What follows belongs to an exercise in optimizing a design on an open flow for small area, a short achievable clock period and few clock cycles per item; a production flow would make more cautious choices. In this exercise RTL edits were held to simulation tests only and were not proved equivalent to the original. Power and IR drop assume default switching activity.

==> try-willow <==
==> flow/design.v <==
package gffc_pkg;
    localparam int IDX_W       = 6;
    localparam int MASK_W      = 64;
    localparam int COLOR_SPACE = 64;
    localparam int NSTORE      = COLOR_SPACE - 1;
    localparam int CREDITS     = 4;
endpackage
module gffc_lane #(
    parameter int J = 1
) (
    input  logic                          clk,
    input  logic                          wr_en,
    input  logic [gffc_pkg::IDX_W-1:0]    wr_color,
    input  logic                          nbr,
    output logic [7:0]                    hi,
    output logic [7:0]                    lo
);
    localparam int W = $clog2(J + 1);
    logic [W-1:0]               color_reg;
    logic [gffc_pkg::IDX_W-1:0] color;
    always_ff @(posedge clk)
    begin
        if (wr_en)
        begin
            color_reg <= wr_color[W-1:0];
        end
    end
    assign color = gffc_pkg::IDX_W'(color_reg);
    always_comb
    begin
        for (int g = 0; g < 8; g++)
        begin
            hi[g] = nbr && (color[5:3] == 3'(g));
        end
        for (int b = 0; b < 8; b++)
        begin
            lo[b] = (color[2:0] == 3'(b));
        end
    end
endmodule
module gffc_merge (
    input  logic [gffc_pkg::NSTORE-1:0]   used,
    output logic [gffc_pkg::IDX_W-1:0]    color
);
    logic [63:0]      f0;
    logic [31:0]      f1;
    logic [31:0][0:0] p1;
    logic [15:0]      f2;
    logic [15:0][1:0] p2;
    logic [7:0]       f3;
    logic [7:0][2:0]  p3;
    logic [3:0]       f4;
    logic [3:0][3:0]  p4;
    logic [1:0]       f5;
    logic [1:0][4:0]  p5;
    assign f0 = {1'b1, ~used};
    always_comb
    begin
        for (int i = 0; i < 32; i++)
        begin
            f1[i] = f0[2*i] | f0[2*i+1];
            p1[i] = f0[2*i] ? 1'b0 : 1'b1;
        end
        for (int i = 0; i < 16; i++)
        begin
            f2[i] = f1[2*i] | f1[2*i+1];
            p2[i] = f1[2*i] ? {1'b0, p1[2*i]} : {1'b1, p1[2*i+1]};
        end
        for (int i = 0; i < 8; i++)
        begin
            f3[i] = f2[2*i] | f2[2*i+1];
            p3[i] = f2[2*i] ? {1'b0, p2[2*i]} : {1'b1, p2[2*i+1]};
        end
        for (int i = 0; i < 4; i++)
        begin
            f4[i] = f3[2*i] | f3[2*i+1];
            p4[i] = f3[2*i] ? {1'b0, p3[2*i]} : {1'b1, p3[2*i+1]};
        end
        for (int i = 0; i < 2; i++)
        begin
            f5[i] = f4[2*i] | f4[2*i+1];
            p5[i] = f4[2*i] ? {1'b0, p4[2*i]} : {1'b1, p4[2*i+1]};
        end
    end
    assign color = f5[0] ? {1'b0, p5[0]} : {1'b1, p5[1]};
endmodule
module greedy_first_fit_graph_coloring (
    input  logic                          clk,
    input  logic                          rst_n,
    input  logic                          item_valid,
    output logic                          item_ready,
    input  logic [gffc_pkg::MASK_W-1:0]   item_neighbor_mask,
    input  logic                          item_final_vertex,
    output logic                          result_valid,
    input  logic                          result_ready,
    output logic [gffc_pkg::IDX_W-1:0]    result_vertex_index,
    output logic [gffc_pkg::IDX_W-1:0]    result_assigned_color,
    output logic                          result_graph_done
);
    localparam int NS = gffc_pkg::NSTORE;
    localparam int CR = gffc_pkg::CREDITS;
    logic [gffc_pkg::IDX_W-1:0] cnt_reg;
    logic [2:0]                 credit_reg;
    logic                       ready_reg;
    logic                       v1_reg;
    logic                       v2_reg;
    logic [CR-1:0]              qv_reg;
    logic [gffc_pkg::IDX_W-1:0] oidx_reg;
    logic [gffc_pkg::IDX_W-1:0] idx1_reg;
    logic                       done1_reg;
    logic [NS-1:0]              m1_reg;
    logic [gffc_pkg::IDX_W-1:0] idx2_reg;
    logic                       done2_reg;
    logic                       adj2_reg;
    logic [NS-1:0]              p2_reg;
    logic [gffc_pkg::IDX_W-1:0] last_color_reg;
    logic [CR-1:0][gffc_pkg::IDX_W-1:0] qc_reg;
    logic [CR-1:0]                      qd_reg;
    logic                       accept;
    logic                       pop;
    logic                       in_last;
    logic [NS-1:0]              earlier;
    logic [2:0]                 credit_next;
    logic [NS-1:0]              excl;
    logic [NS-1:0]              nbr;
    logic                       adj;
    logic [NS-1:0][7:0]         lane_hi;
    logic [NS-1:0][7:0]         lane_lo;
    logic [NS-1:0]              p1;
    logic [NS-1:0]              used2;
    logic [gffc_pkg::IDX_W-1:0] color;
    logic [CR-1:0]              qv_next;
    logic [CR-1:0][gffc_pkg::IDX_W-1:0] qc_next;
    logic [CR-1:0]              qd_next;
    assign item_ready = ready_reg;
    assign accept     = item_valid && ready_reg;
    assign pop        = qv_reg[0] && result_ready;
    assign in_last    = item_final_vertex || (cnt_reg == gffc_pkg::IDX_W'(63));
    always_comb
    begin
        for (int j = 0; j < NS; j++)
        begin
            earlier[j] = (gffc_pkg::IDX_W'(j) < cnt_reg);
        end
    end
    assign credit_next = credit_reg + 3'(accept) - 3'(pop);
    always_ff @(posedge clk or negedge rst_n)
    begin
        if (!rst_n)
        begin
            cnt_reg    <= '0;
            credit_reg <= '0;
            ready_reg  <= 1'b1;
            v1_reg     <= 1'b0;
            v2_reg     <= 1'b0;
            qv_reg     <= '0;
            oidx_reg   <= '0;
        end
        else
        begin
            if (accept)
            begin
                cnt_reg <= in_last ? '0 : cnt_reg + gffc_pkg::IDX_W'(1);
            end
            credit_reg <= credit_next;
            ready_reg  <= (credit_next < 3'(CR));
            v1_reg     <= accept;
            v2_reg     <= v1_reg;
            qv_reg     <= qv_next;
            if (pop)
            begin
                oidx_reg <= qd_reg[0] ? '0 : oidx_reg + gffc_pkg::IDX_W'(1);
            end
        end
    end
    always_ff @(posedge clk)
    begin
        m1_reg    <= item_neighbor_mask[NS-1:0] & earlier;
        idx1_reg  <= cnt_reg;
        done1_reg <= in_last;
    end
    always_comb
    begin
        for (int j = 0; j < NS; j++)
        begin
            excl[j] = (idx1_reg == gffc_pkg::IDX_W'(j + 1));
        end
    end
    assign nbr = m1_reg & ~excl;
    assign adj = |(m1_reg & excl);
    assign lane_hi[0] = {7'b0, nbr[0]};
    assign lane_lo[0] = 8'b1;
    for (genvar j = 1; j < NS; j++)
    begin : g_lane
        gffc_lane #(
            .J (j)
        ) u_lane (
            .clk      (clk),
            .wr_en    (v2_reg && (idx2_reg == gffc_pkg::IDX_W'(j))),
            .wr_color (color),
            .nbr      (nbr[j]),
            .hi       (lane_hi[j]),
            .lo       (lane_lo[j])
        );
    end
    always_comb
    begin
        for (int c = 0; c < NS; c++)
        begin
            p1[c] = 1'b0;
            for (int j = c; j < NS; j++)
            begin
                p1[c] = p1[c] | (lane_hi[j][c / 8] & lane_lo[j][c % 8]);
            end
        end
    end
    always_ff @(posedge clk)
    begin
        p2_reg    <= p1;
        adj2_reg  <= adj;
        idx2_reg  <= idx1_reg;
        done2_reg <= done1_reg;
        if (v2_reg)
        begin
            last_color_reg <= color;
        end
    end
    assign used2 = p2_reg | (adj2_reg ? (NS'(1) << last_color_reg) : '0);
    gffc_merge u_merge (
        .used  (used2),
        .color (color)
    );
    always_comb
    begin
        logic placed;
        qv_next = qv_reg;
        qc_next = qc_reg;
        qd_next = qd_reg;
        if (pop)
        begin
            for (int k = 0; k < CR - 1; k++)
            begin
                qv_next[k] = qv_reg[k + 1];
                qc_next[k] = qc_reg[k + 1];
                qd_next[k] = qd_reg[k + 1];
            end
            qv_next[CR-1] = 1'b0;
        end
        placed = 1'b0;
        for (int k = 0; k < CR; k++)
        begin
            if (v2_reg && !placed && !qv_next[k])
            begin
                qv_next[k] = 1'b1;
                qc_next[k] = color;
                qd_next[k] = done2_reg;
                placed     = 1'b1;
            end
        end
    end
    always_ff @(posedge clk)
    begin
        qc_reg <= qc_next;
        qd_reg <= qd_next;
    end
    assign result_valid          = qv_reg[0];
    assign result_vertex_index   = oidx_reg;
    assign result_assigned_color = qc_reg[0];
    assign result_graph_done     = qd_reg[0];
endmodule
==> flow/run.sh <==
#!/bin/bash
# synth_recipe.tcl (not shown) runs the flow's synth.tcl, then flattens the netlist and writes it again
# the make line also repeats each setting of config.mk as NAME=value (left out here)
make -C /OpenROAD-flow-scripts/flow DESIGN_CONFIG=/design/flow/config.mk WORK_HOME=/design/flow/orfs CLKGATE_MAP_FILE= SYNTH_SCRIPT=/design/flow/synth_recipe.tcl finish
==> flow/config.mk <==
export PLATFORM = sky130hd
export DESIGN_NAME = greedy_first_fit_graph_coloring
export DESIGN_NICKNAME = greedy_first_fit_graph_coloring
export VERILOG_FILES = /design/flow/design.v
export SDC_FILE = /design/flow/constraint.sdc
export NUM_CORES = 4
export LEC_CHECK = 0
export CAP_MARGIN = 20
export CORE_MARGIN = 2
export CORE_UTILIZATION = 40
export SLEW_MARGIN = 20
==> flow/constraint.sdc <==
create_clock -name core_clock -period 6.0 [get_ports {clk}]
set_input_delay 1.2000 -clock core_clock [delete_from_list [all_inputs] [get_ports {clk}]]
set_output_delay 1.2000 -clock core_clock [all_outputs]
set_load 0.01 [all_outputs]
==> inputs of try-raven, as changes to try-willow <==
--- a/flow/design.v
+++ b/flow/design.v
@@ -5,2 +5,3 @@
     localparam int NSTORE      = COLOR_SPACE - 1;
+    localparam int NTAB        = COLOR_SPACE - 3;
     localparam int CREDITS     = 4;
@@ -100,7 +101,10 @@
     localparam int NS = gffc_pkg::NSTORE;
+    localparam int NT = gffc_pkg::NTAB;
     localparam int CR = gffc_pkg::CREDITS;
-    logic [gffc_pkg::IDX_W-1:0] cnt_reg;
+    localparam int NLO = (NT + 1) / 2;
+    logic [gffc_pkg::IDX_W-1:0] cnt_reg;       
+    logic [NS-1:0]              below_reg;     
+    logic                       clear_reg;     
     logic [2:0]                 credit_reg;
     logic                       ready_reg;
-    logic                       v1_reg;
     logic                       v2_reg;
@@ -108,5 +112,2 @@
     logic [gffc_pkg::IDX_W-1:0] oidx_reg;
-    logic [gffc_pkg::IDX_W-1:0] idx1_reg;
-    logic                       done1_reg;
-    logic [NS-1:0]              m1_reg;
     logic [gffc_pkg::IDX_W-1:0] idx2_reg;
@@ -114,4 +115,10 @@
     logic                       adj2_reg;
-    logic [NS-1:0]              p2_reg;
-    logic [gffc_pkg::IDX_W-1:0] last_color_reg;
+    logic [NS-1:0]              p2_reg;        
+    logic [NLO-1:0]             p2lo_reg;      
+    logic [gffc_pkg::IDX_W-1:0] last_color_reg;    
+    logic [gffc_pkg::IDX_W-1:0] prev_color_reg;    
+    logic                       v3_reg;
+    logic [gffc_pkg::IDX_W-1:0] idx3_reg;
+    logic [gffc_pkg::IDX_W-1:0] color3_reg;        
+    logic                       done3_reg;
     logic [CR-1:0][gffc_pkg::IDX_W-1:0] qc_reg;
@@ -121,10 +128,11 @@
     logic                       in_last;
-    logic [NS-1:0]              earlier;
     logic [2:0]                 credit_next;
-    logic [NS-1:0]              excl;
-    logic [NS-1:0]              nbr;
+    logic [NT-1:0]              nbr;
     logic                       adj;
-    logic [NS-1:0][7:0]         lane_hi;
-    logic [NS-1:0][7:0]         lane_lo;
+    logic                       adj_b;
+    logic                       adj2b_reg;
+    logic [NT-1:0][7:0]         lane_hi;
+    logic [NT-1:0][7:0]         lane_lo;
     logic [NS-1:0]              p1;
+    logic [NLO-1:0]             p1lo;
     logic [NS-1:0]              used2;
@@ -134,2 +142,6 @@
     logic [CR-1:0]              qd_next;
+    logic [CR-1:0]                      hv, sv;
+    logic [CR-1:0][gffc_pkg::IDX_W-1:0] hc, sc;
+    logic [CR-1:0]                      hd, sd;
+    logic                               hp, sp;
     assign item_ready = ready_reg;
@@ -137,10 +149,3 @@
     assign pop        = qv_reg[0] && result_ready;
-    assign in_last    = item_final_vertex || (cnt_reg == gffc_pkg::IDX_W'(63));
-    always_comb
-    begin
-        for (int j = 0; j < NS; j++)
-        begin
-            earlier[j] = (gffc_pkg::IDX_W'(j) < cnt_reg);
-        end
-    end
+    assign in_last    = item_final_vertex || below_reg[NS-1];
     assign credit_next = credit_reg + 3'(accept) - 3'(pop);
@@ -151,6 +156,7 @@
             cnt_reg    <= '0;
+            clear_reg  <= 1'b1;
             credit_reg <= '0;
-            ready_reg  <= 1'b1;
-            v1_reg     <= 1'b0;
+            ready_reg  <= 1'b0;
             v2_reg     <= 1'b0;
+            v3_reg     <= 1'b0;
             qv_reg     <= '0;
@@ -164,6 +170,7 @@
             end
+            clear_reg  <= 1'b0;
             credit_reg <= credit_next;
             ready_reg  <= (credit_next < 3'(CR));
-            v1_reg     <= accept;
-            v2_reg     <= v1_reg;
+            v2_reg     <= accept;
+            v3_reg     <= v2_reg;
             qv_reg     <= qv_next;
@@ -177,18 +184,33 @@
     begin
-        m1_reg    <= item_neighbor_mask[NS-1:0] & earlier;
-        idx1_reg  <= cnt_reg;
-        done1_reg <= in_last;
-    end
-    always_comb
-    begin
-        for (int j = 0; j < NS; j++)
-        begin
-            excl[j] = (idx1_reg == gffc_pkg::IDX_W'(j + 1));
-        end
-    end
-    assign nbr = m1_reg & ~excl;
-    assign adj = |(m1_reg & excl);
+        if (clear_reg || (accept && in_last))
+        begin
+            below_reg <= '0;
+        end
+        else if (accept)
+        begin
+            below_reg <= {below_reg[NS-2:0], 1'b1};
+        end
+    end
+    always_comb
+    begin
+        for (int j = 0; j < NT; j++)
+        begin
+            nbr[j] = item_neighbor_mask[j] && below_reg[j+2];
+        end
+        adj   = 1'b0;
+        adj_b = 1'b0;
+        for (int j = 0; j < NS - 1; j++)
+        begin
+            adj = adj | (item_neighbor_mask[j] && below_reg[j] && !below_reg[j+1]);
+        end
+        adj = adj | (item_neighbor_mask[NS-1] && below_reg[NS-1]);
+        for (int j = 0; j < NS - 2; j++)
+        begin
+            adj_b = adj_b | (item_neighbor_mask[j] && below_reg[j+1] && !below_reg[j+2]);
+        end
+        adj_b = adj_b | (item_neighbor_mask[NS-2] && below_reg[NS-1]);
+    end
     assign lane_hi[0] = {7'b0, nbr[0]};
     assign lane_lo[0] = 8'b1;
-    for (genvar j = 1; j < NS; j++)
+    for (genvar j = 1; j < NT; j++)
     begin : g_lane
@@ -198,4 +220,4 @@
             .clk      (clk),
-            .wr_en    (v2_reg && (idx2_reg == gffc_pkg::IDX_W'(j))),
-            .wr_color (color),
+            .wr_en    (v3_reg && (idx3_reg == gffc_pkg::IDX_W'(j))),
+            .wr_color (color3_reg),
             .nbr      (nbr[j]),
@@ -207,8 +229,16 @@
     begin
-        for (int c = 0; c < NS; c++)
-        begin
-            p1[c] = 1'b0;
-            for (int j = c; j < NS; j++)
-            begin
-                p1[c] = p1[c] | (lane_hi[j][c / 8] & lane_lo[j][c % 8]);
+        p1   = '0;
+        p1lo = '0;
+        for (int c = 0; c < NT; c++)
+        begin
+            for (int j = c; j < NT; j++)
+            begin
+                if (j < NLO)
+                begin
+                    p1lo[c] = p1lo[c] | (lane_hi[j][c / 8] & lane_lo[j][c % 8]);
+                end
+                else
+                begin
+                    p1[c] = p1[c] | (lane_hi[j][c / 8] & lane_lo[j][c % 8]);
+                end
             end
@@ -219,5 +249,10 @@
         p2_reg    <= p1;
+        p2lo_reg  <= p1lo;
         adj2_reg  <= adj;
-        idx2_reg  <= idx1_reg;
-        done2_reg <= done1_reg;
+        idx2_reg  <= cnt_reg;
+        done2_reg <= in_last;
+        adj2b_reg <= adj_b;
+        idx3_reg  <= idx2_reg;
+        color3_reg <= color;
+        done3_reg <= done2_reg;
         if (v2_reg)
@@ -225,5 +260,9 @@
             last_color_reg <= color;
-        end
-    end
-    assign used2 = p2_reg | (adj2_reg ? (NS'(1) << last_color_reg) : '0);
+            prev_color_reg <= last_color_reg;
+        end
+    end
+    assign used2 = p2_reg
+                 | NS'(p2lo_reg)
+                 | (adj2_reg  ? (NS'(1) << last_color_reg) : '0)
+                 | (adj2b_reg ? (NS'(1) << prev_color_reg) : '0);
     gffc_merge u_merge (
@@ -234,27 +273,33 @@
     begin
-        logic placed;
-        qv_next = qv_reg;
-        qc_next = qc_reg;
-        qd_next = qd_reg;
-        if (pop)
-        begin
-            for (int k = 0; k < CR - 1; k++)
-            begin
-                qv_next[k] = qv_reg[k + 1];
-                qc_next[k] = qc_reg[k + 1];
-                qd_next[k] = qd_reg[k + 1];
-            end
-            qv_next[CR-1] = 1'b0;
-        end
-        placed = 1'b0;
+        hp = 1'b0;
         for (int k = 0; k < CR; k++)
         begin
-            if (v2_reg && !placed && !qv_next[k])
-            begin
-                qv_next[k] = 1'b1;
-                qc_next[k] = color;
-                qd_next[k] = done2_reg;
-                placed     = 1'b1;
-            end
-        end
+            hv[k] = qv_reg[k];
+            hc[k] = qc_reg[k];
+            hd[k] = qd_reg[k];
+            if (v3_reg && !hp && !qv_reg[k])
+            begin
+                hv[k] = 1'b1;
+                hc[k] = color3_reg;
+                hd[k] = done3_reg;
+                hp    = 1'b1;
+            end
+        end
+        sp = 1'b0;
+        for (int k = 0; k < CR; k++)
+        begin
+            sv[k] = (k < CR - 1) ? qv_reg[(k + 1) % CR] : 1'b0;
+            sc[k] = qc_reg[(k + 1) % CR];
+            sd[k] = qd_reg[(k + 1) % CR];
+            if (v3_reg && !sp && !sv[k])
+            begin
+                sv[k] = 1'b1;
+                sc[k] = color3_reg;
+                sd[k] = done3_reg;
+                sp    = 1'b1;
+            end
+        end
+        qv_next = pop ? sv : hv;
+        qc_next = pop ? sc : hc;
+        qd_next = pop ? sd : hd;
     end
- CAP_MARGIN: 20 -> 30
- CORE_UTILIZATION: 40 -> 24
- SETUP_SLACK_MARGIN: not set -> 3.4
- SLEW_MARGIN: 20 -> 30
==> inputs of try-violet, as changes to try-willow <==
--- a/flow/design.v
+++ b/flow/design.v
@@ -5,3 +5,3 @@
     localparam int NSTORE      = COLOR_SPACE - 1;
-    localparam int CREDITS     = 4;
+    localparam int CREDITS     = 3;
 endpackage
@@ -104,3 +104,2 @@
     logic                       ready_reg;
-    logic                       v1_reg;
     logic                       v2_reg;
@@ -108,5 +107,2 @@
     logic [gffc_pkg::IDX_W-1:0] oidx_reg;
-    logic [gffc_pkg::IDX_W-1:0] idx1_reg;
-    logic                       done1_reg;
-    logic [NS-1:0]              m1_reg;
     logic [gffc_pkg::IDX_W-1:0] idx2_reg;
@@ -153,3 +149,2 @@
             ready_reg  <= 1'b1;
-            v1_reg     <= 1'b0;
             v2_reg     <= 1'b0;
@@ -166,4 +161,3 @@
             ready_reg  <= (credit_next < 3'(CR));
-            v1_reg     <= accept;
-            v2_reg     <= v1_reg;
+            v2_reg     <= accept;
             qv_reg     <= qv_next;
@@ -175,8 +169,2 @@
     end
-    always_ff @(posedge clk)
-    begin
-        m1_reg    <= item_neighbor_mask[NS-1:0] & earlier;
-        idx1_reg  <= cnt_reg;
-        done1_reg <= in_last;
-    end
     always_comb
@@ -185,7 +173,7 @@
         begin
-            excl[j] = (idx1_reg == gffc_pkg::IDX_W'(j + 1));
-        end
-    end
-    assign nbr = m1_reg & ~excl;
-    assign adj = |(m1_reg & excl);
+            excl[j] = (cnt_reg == gffc_pkg::IDX_W'(j + 1));
+        end
+    end
+    assign nbr = item_neighbor_mask[NS-1:0] & earlier & ~excl;
+    assign adj = |(item_neighbor_mask[NS-1:0] & excl);
     assign lane_hi[0] = {7'b0, nbr[0]};
@@ -220,4 +208,4 @@
         adj2_reg  <= adj;
-        idx2_reg  <= idx1_reg;
-        done2_reg <= done1_reg;
+        idx2_reg  <= cnt_reg;
+        done2_reg <= in_last;
         if (v2_reg)
- CORE_UTILIZATION: 40 -> 18
==> comparison table <==
|  | try-violet | try-willow | try-raven |
|---|---|---|---|
| Result of the run | complete, no violations | stopped before the end | complete, no violations |
| Failing step | - | global routing (5_1_grt) | - |
| Clock tree sinks | 433 | 512 | 543 |
| Worst supply voltage drop on vdd | 0.000251 V | - | 0.000219 V |
| Worst hold path startpoint | done2_reg | - | idx2_reg[4] |
| Warning count from the yosys run | 64 | 64 | 62 |
| Number of vias after detailed routing | 46005 | - | 44140 |
| Setup ws final | 917 ps | - | 3120 ps |
| Static leakage | 14.0 nW | - | 14.8 nW |
| Period utilization | 84.7% | - | 48.0% |
| Number of tap cells added at floorplan | 2495 | - | 1890 |
| Number of buffers inserted to repair setup after CTS | 0 | 0 | 186 |
| DRT Wirelength | 395000 um | - | 311000 um |
| WP buf/inv | 2 | - | 3 |
| Share of synthesized area occupied by flip-flops and latches | 35.7% | 38.6% | 42.0% |
| CORE AREA | 0.188 mm2 | - | 0.142 mm2 |
| Summed instance area of the synthesized netlist | 0.0341 mm2 | 0.0359 mm2 | 0.0343 mm2 |
Testbench counts of try-willow, summed over its fixed seeds: cycles 24,024, items 24,000.
Testbench counts of try-raven, summed over its fixed seeds: cycles 24,024, items 24,000.
Testbench counts of try-violet, summed over its fixed seeds: cycles 24,016, items 24,000.

static timing again, ports no longer ideal:
Ports are ideal in the flow. The routed layouts listed here were re-timed in OpenROAD. Step 1, drivers: a clkbuf_16 drives clk and a buf_2 each remaining input, both assumed. Step 2, shift: input delay + t, output delay - t, t = (earliest + latest rising clock arrival at the registers) / 2. This alone moves slack from input paths to output paths. a / b / c = no drivers / after step 1 / after step 2; a / b = the first two.
| run | t (ns) | slack for setup (ns) | worst setup path after step 2 | latest minus earliest clock arrival (ns) | worst data-port slew with drivers (ns) |
|---|---|---|---|---|---|
| try-raven | 0.756 | 3.119 / 3.119 / 2.502 | input to register | 0.041 / 0.041 | 0.07 |
| try-violet | 0.832 | 0.917 / 0.917 / 0.814 | input to register | 0.051 / 0.052 | 0.07 |
After both steps every run listed still meets setup and hold. For try-raven, which loses most, drivers alone change the setup slack by 0.000 ns; drivers and shift together by -0.617 ns.
